This is an optimization exercise on Yosys and OpenROAD, whose aim is small area, not a production implementation. At most, simulation tests tie the RTL to the original design; equivalence was not proved. Power and IR drop assume default switching activity. The flow treats the clock pin as an ideal source, which a real chip does not have.

==> flow/design.v <==
package rv_pkg;
	typedef logic [32-1:0] word_t;  
	typedef logic [31:0] instr_t;  
	typedef logic [$clog2(32)-1:0] reg_idx_t;  
	typedef logic [3:0] alu_op_t;  
	typedef struct packed {
		alu_op_t op;  
		word_t a;  
		word_t b;  
		reg_idx_t rd;  
		logic write;  
		logic illegal;  
	} dec_op_t;
	typedef struct packed {
		reg_idx_t rd;  
		word_t value;  
		logic write;  
		logic illegal;  
	} result_t;
endpackage
`timescale 1ns/1ns
module int_core_top (
	input logic clk,
	input logic rst,
	input logic in_valid,
	output logic in_ready,
	input logic [31:0] in_instr,
	output logic res_valid,
	input logic res_ready,
	output logic [4:0] res_rd,
	output logic [31:0] res_value,
	output logic res_write,
	output logic res_illegal
);
	logic [4:0] ph;  
	logic clr;  
	logic in1;  
	logic in2;  
	logic cy;  
	logic lt;  
	logic [4:0] sh;  
	logic res_w;
	logic [6:0] opcode;
	logic [2:0] f3;
	logic [6:0] f7;
	logic [4:0] rd, rs1, rs2;
	logic is_op, is_imm, is_lui, legal, inv_b, is_shift;
	assign opcode = in_instr[6:0];
	assign f3 = in_instr[14:12];
	assign f7 = in_instr[31:25];
	assign rd = in_instr[11:7];
	assign rs1 = in_instr[19:15];
	assign rs2 = in_instr[24:20];
	assign is_op = (opcode == 7'b0110011);
	assign is_imm = (opcode == 7'b0010011);
	assign is_lui = (opcode == 7'b0110111);
	assign is_shift = !is_lui && f3[1:0] == 2'b01;
	always_comb begin
		legal = is_lui;
		if (is_op)
			legal = (f7 == 7'h00) || (f7 == 7'h20 && (f3 == 3'd0 || f3 == 3'd5));
		if (is_imm)
			legal = (f3 == 3'd1) ? (f7 == 7'h00) :
				(f3 == 3'd5) ? (f7 == 7'h00 || f7 == 7'h20) : 1'b1;
	end
	assign inv_b = (is_op && f3 == 3'd0 && f7[5]) || f3 == 3'd2 || f3 == 3'd3;
	logic [31:0] tail;  
	logic [31:0] wsel;  
	logic wbit;
	logic [31:0] ring [1:31];
	assign tail[0] = 1'b0;
	genvar r;
	generate
		for (r = 1; r < 32; r++) begin : g_ring
			assign tail[r] = ring[r][0];
			always_ff @(posedge clk) begin
				ring[r] <= {wsel[r] ? wbit : ring[r][0], ring[r][31:1]};
			end
		end
	endgenerate
	logic a_bit, b_reg, b_bit, imm_bit;
	assign a_bit = tail[rs1] & !clr;
	assign b_reg = tail[rs2] & !clr;
	always_comb begin
		if (is_lui)
			imm_bit = (ph >= 5'd12) ? in_instr[ph] : 1'b0;
		else
			imm_bit = (ph < 5'd12) ? in_instr[5'd20 + ph] : in_instr[31];
	end
	assign b_bit = is_op ? b_reg : imm_bit;
	logic bb, cin, sum, cout;
	assign bb = b_bit ^ inv_b;
	assign cin = (ph == 5'd0) ? inv_b : cy;
	assign sum = a_bit ^ bb ^ cin;
	assign cout = (a_bit & bb) | (a_bit & cin) | (bb & cin);
	logic [5:0] psum;
	logic shl_run;  
	logic [4:0] sidx;
	logic [31:0] sv;
	logic sbit;
	assign psum = {1'b0, ph} + {1'b0, sh};
	assign shl_run = f3[2] ? (ph < sh) : !psum[5];
	assign sidx = !shl_run ? ph : f3[2] ? sh : (5'd0 - sh);
	assign sv = {res_value[31:1], a_bit};
	assign sbit = sv[sidx];
	logic rbit;
	always_comb begin
		case (f3)
			3'd0: rbit = sum;
			3'd2, 3'd3: rbit = (ph == 5'd0) & lt;
			3'd4: rbit = a_bit ^ b_bit;
			3'd6: rbit = a_bit | b_bit;
			3'd7: rbit = a_bit & b_bit;
			default: rbit = sbit;
		endcase
		if (is_lui)
			rbit = b_bit;
		if (!legal)
			rbit = 1'b0;
	end
	logic act1, act2, accept;
	assign act1 = ((ph == 5'd0) ? (!in2 && (!res_valid || res_ready)) : in1) && in_valid;
	assign act2 = in2 && in_valid;
	assign accept = act2 && ph == 5'd31;
	assign in_ready = accept;
	logic oin, oen;
	always_comb begin
		if (act1) begin
			oin = a_bit & f3[2];  
			oen = 1'b1;
		end else if (is_shift && legal) begin
			oin = f3[2] ? (f7[5] & res_value[31]) : a_bit;
			oen = act2 && shl_run;
		end else begin
			oin = rbit;
			oen = act2;
		end
	end
	assign wbit = rbit & !clr;
	always_comb begin
		for (int i = 0; i < 32; i++)
			wsel[i] = clr || (act2 && legal && rd == i[4:0]);
	end
	always_ff @(posedge clk) begin
		if (rst) begin
			ph <= 5'd0;
			clr <= 1'b1;
			in1 <= 1'b0;
			in2 <= 1'b0;
			res_valid <= 1'b0;
		end else begin
			ph <= ph + 5'd1;
			if (ph == 5'd31)
				clr <= 1'b0;
			in1 <= act1 && ph != 5'd31;
			if (ph == 5'd31)
				in2 <= act1;
			if (accept)
				res_valid <= 1'b1;
			else if (res_ready)
				res_valid <= 1'b0;
		end
	end
	always_ff @(posedge clk) begin
		cy <= cout;
		if (ph == 5'd31)
			lt <= f3[0] ? !cout : ((a_bit ^ b_bit) ? a_bit : !cout);
		for (int i = 0; i < 5; i++)
			if (ph == i[4:0])
				sh[i] <= b_bit;
		if (oen)
			res_value <= {oin, res_value[31:1]};
		if (accept) begin
			res_rd <= rd;
			res_w <= legal;
		end
	end
	assign res_write = res_w;
	assign res_illegal = !res_w;
endmodule
==> flow/config.mk <==
export PLATFORM = sky130hd
export DESIGN_NAME = int_core_top
export DESIGN_NICKNAME = int_core_top
export VERILOG_FILES = /design/flow/design.v
export SDC_FILE = /design/flow/constraint.sdc
export NUM_CORES = 4
export LEC_CHECK = 0
export CAP_MARGIN = 20
export CORE_MARGIN = 2
export CORE_UTILIZATION = 40
export SLEW_MARGIN = 20
==> flow/constraint.sdc <==
create_clock -name core_clock -period 6.0 [get_ports {clk}]
set_input_delay 1.2000 -clock core_clock [delete_from_list [all_inputs] [get_ports {clk}]]
set_output_delay 1.2000 -clock core_clock [all_outputs]
set_load 0.01 [all_outputs]
standard.sh (not shown) runs the stock make flow with config.mk's settings and CLKGATE_MAP_FILE= SYNTH_SCRIPT=/design/flow/synth_recipe.tcl, a recipe that flattens the netlist after the stock synthesis.
==> flow/flow/run.sh <==
#!/bin/bash
# Own layout flow: the standard ORFS flow (standard.sh, unchanged synthesis)
# with two changes: ports are buffered with the smallest buffer, and the clock
# tree is built without dummy loads, with the clock buffers and clustering
# given here.
set -euo pipefail
export BUFFER_PORTS_ARGS="-buffer_cell sky130_fd_sc_hd__buf_1"
export CTS_ARGS="-sink_clustering_enable -repair_clock_nets -dont_use_dummy_load -buf_list sky130_fd_sc_hd__clkbuf_16 -sink_clustering_size 30 -sink_clustering_max_diameter 60"
bash standard.sh > standard.log 2>&1
Change:
==> flow/flow/run.sh (replaced) <==
#!/bin/bash
# Own layout flow: the standard ORFS flow (standard.sh, unchanged synthesis)
# with two changes: ports are buffered with the smallest buffer, and the clock
# tree is built without dummy loads and with the clock buffers listed here.
set -euo pipefail
export BUFFER_PORTS_ARGS="-buffer_cell sky130_fd_sc_hd__buf_1"
export CTS_ARGS="-sink_clustering_enable -repair_clock_nets -dont_use_dummy_load -buf_list sky130_fd_sc_hd__clkbuf_16 -sink_clustering_size 35 -sink_clustering_max_diameter 80"
bash standard.sh > standard.log 2>&1
Hold slack gets better by 0.027 ns.
Via count came out higher by 0.39%.
Routed wire length came out lower by 0.37%.
Final area came out lower by 0.66%.
Setup slack gets worse by 0.034 ns.
Final cell count came out lower by 0.35%.
Critical path depth stays the same.
Power came out lower by 2.3%.
Core utilization came out lower by 0.29 points.
Change:
==> flow/flow/run.sh (replaced) <==
#!/bin/bash
# Own layout flow: the standard ORFS flow (standard.sh, unchanged synthesis)
# with two changes: ports are buffered with the smallest buffer, and the clock
# tree is built without dummy loads, with the clock buffers and clustering
# given here.
set -euo pipefail
export BUFFER_PORTS_ARGS="-buffer_cell sky130_fd_sc_hd__buf_1"
export CTS_ARGS="-sink_clustering_enable -repair_clock_nets -dont_use_dummy_load -buf_list sky130_fd_sc_hd__clkbuf_8 -sink_clustering_size 20 -sink_clustering_max_diameter 60"
bash standard.sh > standard.log 2>&1
Outcome: The new run completed with no timing, DRC or antenna violations. Cell area is lower by 0.66%. Wire length hardly moves. Sequential power is about the same. Synthesized area stays the same. First-iteration DRC count is lower by 1.4%.
Change:
--- a/flow/flow/run.sh
+++ b/flow/flow/run.sh
@@ -6,4 +6,4 @@
 set -euo pipefail
 export BUFFER_PORTS_ARGS="-buffer_cell sky130_fd_sc_hd__buf_1"
-export CTS_ARGS="-sink_clustering_enable -repair_clock_nets -dont_use_dummy_load -buf_list sky130_fd_sc_hd__clkbuf_8 -sink_clustering_size 20 -sink_clustering_max_diameter 60"
+export CTS_ARGS="-sink_clustering_enable -repair_clock_nets -dont_use_dummy_load -buf_list {sky130_fd_sc_hd__clkbuf_4 sky130_fd_sc_hd__clkbuf_8} -sink_clustering_size 20 -sink_clustering_max_diameter 60"
 bash standard.sh > standard.log 2>&1
Power does not change.
Synthesized cell count stays the same.
Sequential share of layout area does not change.
Die area stays the same.
Global-route usage is unchanged.
Maximum frequency is unchanged.
Worst setup slack stays the same.
First-iteration DRC count is unchanged.
Sequential cell count does not change.
Combinational power is about the same.
Routed wire length is unchanged.
No functional check of the RTL was part of any run of this note.

int_core_top, a different RTL version from the one above (not shown whole).
Size in the first run: ~1100 flip-flops, roughly 0.025 mm^2 of cells after synthesis.
Settings: LEC_CHECK=0, CAP_MARGIN=20, CORE_MARGIN=2, CORE_UTILIZATION=40, SLEW_MARGIN=20; clock period 6.0 ns.
run.sh (not shown) runs the stock make flow with config.mk's settings and CLKGATE_MAP_FILE= SYNTH_SCRIPT=/design/flow/synth_recipe.tcl, a recipe that flattens the netlist after the stock synthesis.
Stock flow here: none of the scripts above is used.
The first run finished with timing, DRC and antenna clean.
Change:
--- a/flow/config.mk
+++ b/flow/config.mk
@@ -10,0 +11 @@
+export CTS_BUF_LIST = sky130_fd_sc_hd__clkbuf_8
Outcome:
- The changed run produced a clean layout
- sequential share of layout area is higher by 0.20 points
- design area barely changes
- core utilization drops by 0.14 points
- via count came out higher by 3.1%
- synthesized area does not change
- setup slack is better by 0.11 ns
- maximum frequency grows by 2.2%
- sequential power is about the same
- clock power decreases by 6.6%
- wire length rose by 0.97%
- global-route usage is higher by 0.30 points

## v7
Another version of the RTL of int_core_top (not shown whole).
Size in the first run: roughly 1300 cells after synthesis, ~77 I/O pins.
export LEC_CHECK = 0
export CAP_MARGIN = 20
export CORE_AREA = 2 2 208 208
export DIE_AREA = 0 0 210 210
export SLEW_MARGIN = 20
export SYNTH_HIERARCHICAL = 1
export SYNTH_MINIMUM_KEEP_SIZE = 0
create_clock -name core_clock -period 6.0 [get_ports {clk}]
standard.sh (not shown) runs the stock make flow with config.mk's settings and CLKGATE_MAP_FILE= SYNTH_SCRIPT=/design/flow/synth_recipe.tcl, a recipe that flattens the netlist after the stock synthesis.
==> flow/flow/run.sh <==
#!/bin/bash
# Own layout flow: the standard ORFS flow (standard.sh, unchanged synthesis)
# with two changes: ports are buffered with the smallest buffer, and the clock
# tree is built without dummy loads, with the clock buffers and clustering
# given here.
set -euo pipefail
export BUFFER_PORTS_ARGS="-buffer_cell sky130_fd_sc_hd__buf_1"
export CTS_ARGS="-sink_clustering_enable -repair_clock_nets -dont_use_dummy_load -buf_list sky130_fd_sc_hd__clkbuf_8 -sink_clustering_size 23 -sink_clustering_max_diameter 60"
bash standard.sh > standard.log 2>&1
v7: PASS, flow complete, no timing, DRC or antenna violations
Changes in v59 relative to v7:
-- flow/flow/run.sh --
<<< v7, line 8
export CTS_ARGS="-sink_clustering_enable -repair_clock_nets -dont_use_dummy_load -buf_list sky130_fd_sc_hd__clkbuf_8 -sink_clustering_size 23 -sink_clustering_max_diameter 60"
>>> v59, line 8
export CTS_ARGS="-sink_clustering_enable -repair_clock_nets -dont_use_dummy_load -buf_list sky130_fd_sc_hd__clkbuf_8 -sink_clustering_size 23 -sink_clustering_max_diameter 65"
-- flow/config.mk --
<<< v7, line 9
export CORE_AREA = 2 2 208 208
export DIE_AREA = 0 0 210 210
>>> v59, line 9
export CORE_AREA = 2 2 198 198
export DIE_AREA = 0 0 200 200
Findings:
~same number of synthesized flops with an enable pin in v7 and v59
Compared to v7, v59 leaves less free space in the core.
Routed wire length essentially unchanged between v59 and v7.
The capture point of the critical path comes out g_ring[12].u_ring.q[31]$_DFF_P_ in one run and g_ring[25].u_ring.q[31]$_DFF_P_ in the other, namely in v59 and v7 respectively.
[flow] v59 | stages: complete | final checks: fail | reason: antenna rules
Compared v7 against v59; net switching fraction of the power within noise.
Going from v7 to v59, share of the cycle needed by the critical path after routing shows an increase of 0.35 points, global-route usage shows an increase of 1.7 points.
Status: cell area after layout parity (v7, v59)
Comparing v7 and v59, the higher part of the power in the clock network is on v7.
The share of final layout cell area taken by non-clock buffers was comparable across v7 and v59.
diff inputs: v59 => v45
-- flow/flow/run.sh --
<<< v59, line 8
export CTS_ARGS="-sink_clustering_enable -repair_clock_nets -dont_use_dummy_load -buf_list sky130_fd_sc_hd__clkbuf_8 -sink_clustering_size 23 -sink_clustering_max_diameter 65"
>>> v45, line 8
export CTS_ARGS="-sink_clustering_enable -repair_clock_nets -dont_use_dummy_load -buf_list sky130_fd_sc_hd__clkbuf_8 -sink_clustering_size 22 -sink_clustering_max_diameter 60"
-- flow/config.mk --
<<< v59, line 8
export CAP_MARGIN = 20
>>> v45, line 8
export CAP_MARGIN = 5
<<< v59, line 11
export SLEW_MARGIN = 20
>>> v45, line 11
export SLEW_MARGIN = 5
Results
Looking at remaining antenna violation count across v59 and v45, the one that comes out higher is v59.
Summary of v45 over v59: global-route usage held steady, final routed wire length divided by cell count held steady, count of endpoints failing hold in the final timing report held steady.
Apart from v59, each of v59 and v45 ends the flow with a layout that passes the timing, design-rule and antenna checks.
In v59 the implementation ran to completion but is not tape-out ready, as the final checks report antenna rules.
Per the comparison of v45 with v59, area overhead of the layout relative to synthesis held; utilization now sits at about the same level; initial antenna violation count shrank by 1; post-route worst hold slack now sits lower.
Sort v59 and v45 by setup slack after layout, descending, and v59 comes first.
The following lists how v58 was set up differently from v45:
-- flow/flow/run.sh --
<<< v45, line 8
export CTS_ARGS="-sink_clustering_enable -repair_clock_nets -dont_use_dummy_load -buf_list sky130_fd_sc_hd__clkbuf_8 -sink_clustering_size 22 -sink_clustering_max_diameter 60"
>>> v58, line 8
export CTS_ARGS="-sink_clustering_enable -repair_clock_nets -dont_use_dummy_load -buf_list sky130_fd_sc_hd__clkbuf_8 -sink_clustering_size 20 -sink_clustering_max_diameter 60"
-- flow/config.mk --
<<< v45, line 8
export CAP_MARGIN = 5
export CORE_AREA = 2 2 198 198
export DIE_AREA = 0 0 200 200
export SLEW_MARGIN = 5
>>> v58, line 8
export CAP_MARGIN = 20
export CORE_AREA = 2 2 246.485 246.485
export DIE_AREA = 0 0 248.485 248.485
export SLEW_MARGIN = 20
[summary]
Relative to v45, the global-route wire length before repair measured on v58 has increased by a few percent.
When the final numbers for v58 and v45 were put side by side, the total power turned out to be greater in v58.
Between v58 and v45, the fmax does not differ in any meaningful way.
Of v58 and v45, the run reporting the lower initial antenna violation count was v58.
As far as combinational power is concerned, v45 and v58 perform about the same.
Modified inputs, v33 compared to v58
-- flow/flow/run.sh --
<<< v58, line 8
export CTS_ARGS="-sink_clustering_enable -repair_clock_nets -dont_use_dummy_load -buf_list sky130_fd_sc_hd__clkbuf_8 -sink_clustering_size 20 -sink_clustering_max_diameter 60"
>>> v33, line 8
export CTS_ARGS="-sink_clustering_enable -repair_clock_nets -dont_use_dummy_load -buf_list sky130_fd_sc_hd__clkbuf_8 -sink_clustering_size 22 -sink_clustering_max_diameter 60"
-- flow/config.mk --
<<< v58, line 9
export CORE_AREA = 2 2 246.485 246.485
export DIE_AREA = 0 0 248.485 248.485
>>> v33, line 9
export CORE_AREA = 2 2 198 198
export DIE_AREA = 0 0 200 200
Results
- Of the two values seen for highest metal layer with signal wires, met5 was produced by v33 and met4 by v58.
- Taking v33 as 1.0, v58 lands at 0.897 on mean number of vias per cell.
- v58 -> v33: fraction of standard cell area in multi-input logic flat
- Comparing via count for v33 and v58, the bigger number came from v58.
- [compare] base=v58 new=v33: post-route standard cell area excluding fillers lower, total power consumption of the routed design saw a decrease, placeable core region decreased by about 36% relative to the old numbers, post-route worst hold slack climbed 0.018 ns.
The inputs of v24 differ from those of v33 as listed below.
-- flow/flow/run.sh --
<<< v33, line 8
export CTS_ARGS="-sink_clustering_enable -repair_clock_nets -dont_use_dummy_load -buf_list sky130_fd_sc_hd__clkbuf_8 -sink_clustering_size 22 -sink_clustering_max_diameter 60"
>>> v24, line 8
export CTS_ARGS="-sink_clustering_enable -repair_clock_nets -dont_use_dummy_load -buf_list sky130_fd_sc_hd__clkbuf_8 -sink_clustering_size 23 -sink_clustering_max_diameter 60"
There was hardly any difference in share of the final layout cell area in sequential cells between v33 and v24.
Clock skew, v24 and v33, higher one = v24.
| per-cell routed wire length | v33 vs v24 | ≈ equal |
v24 ends up with lower maximum frequency from static timing analysis than v33 does.
In the flow results for v24 and v33, the total met2 wirelength after detailed routing is smaller on v33.
| clock network fraction of design power | v24 vs v33 | 0.2 points lower |

re-timing with driven ports:
Ports are ideal in the flow. The routed layouts listed here were re-timed in OpenROAD. Step 1 assumes that a clkbuf_16 drives the clock port and a buf_2 every other input. Step 2, shift: input delay + t, output delay - t, t = (earliest + latest rising clock arrival at the registers) / 2. This alone moves slack from input paths to output paths. Three values: ideal ports, drivers, drivers and shift; two values: the first two.
| run | shift t [ns] | slack for setup (ns) | worst hold slack (ns) | worst register clock-pin slew, ns | worst data-port slew with drivers (ns) |
|---|---|---|---|---|---|
| the first run of note 1 | 0.637 | 1.067 / 1.071 / 0.434 | 0.235 / 0.235 / 0.235 | 0.10 / 0.10 | 0.15 |
| the second run of note 1 | 0.615 | 1.033 / 1.036 / 0.421 | 0.263 / 0.263 / 0.263 | 0.12 / 0.12 | 0.15 |
| the third run of note 1 | 0.698 | 1.084 / 1.084 / 0.451 | 0.255 / 0.255 / 0.255 | 0.11 / 0.11 | 0.15 |
| the fourth run of note 1 | 0.698 | 1.084 / 1.084 / 0.451 | 0.255 / 0.255 / 0.255 | 0.11 / 0.11 | 0.15 |
| the first run of note 2 | 0.670 | 0.929 / 0.946 / 0.276 | 0.312 / 0.312 / 0.312 | 0.07 / 0.07 | 0.12 |
| the second run of note 2 | 0.801 | 1.038 / 1.055 / 0.253 | 0.293 / 0.293 / 0.293 | 0.07 / 0.07 | 0.13 |
| v7 | 0.676 | 0.797 / 0.816 / 0.140 | 0.295 / 0.295 / 0.295 | 0.12 / 0.12 | 0.09 |
| v59 | 0.662 | 0.776 / 0.803 / 0.140 | 0.295 / 0.295 / 0.295 | 0.12 / 0.12 | 0.09 |
| v45 | 0.676 | 0.760 / 0.787 / 0.111 | 0.278 / 0.278 / 0.278 | 0.12 / 0.12 | 0.10 |
| v58 | 0.680 | 0.746 / 0.766 / 0.086 | 0.260 / 0.260 / 0.260 | 0.11 / 0.11 | 0.11 |
| v33 | 0.676 | 0.765 / 0.792 / 0.116 | 0.278 / 0.278 / 0.278 | 0.12 / 0.12 | 0.09 |
| v24 | 0.669 | 0.741 / 0.768 / 0.098 | 0.267 / 0.267 / 0.267 | 0.12 / 0.12 | 0.10 |
The setup slack of the second run of note 2, which loses most, moves by +0.017 ns with the drivers and by -0.785 ns with both steps.
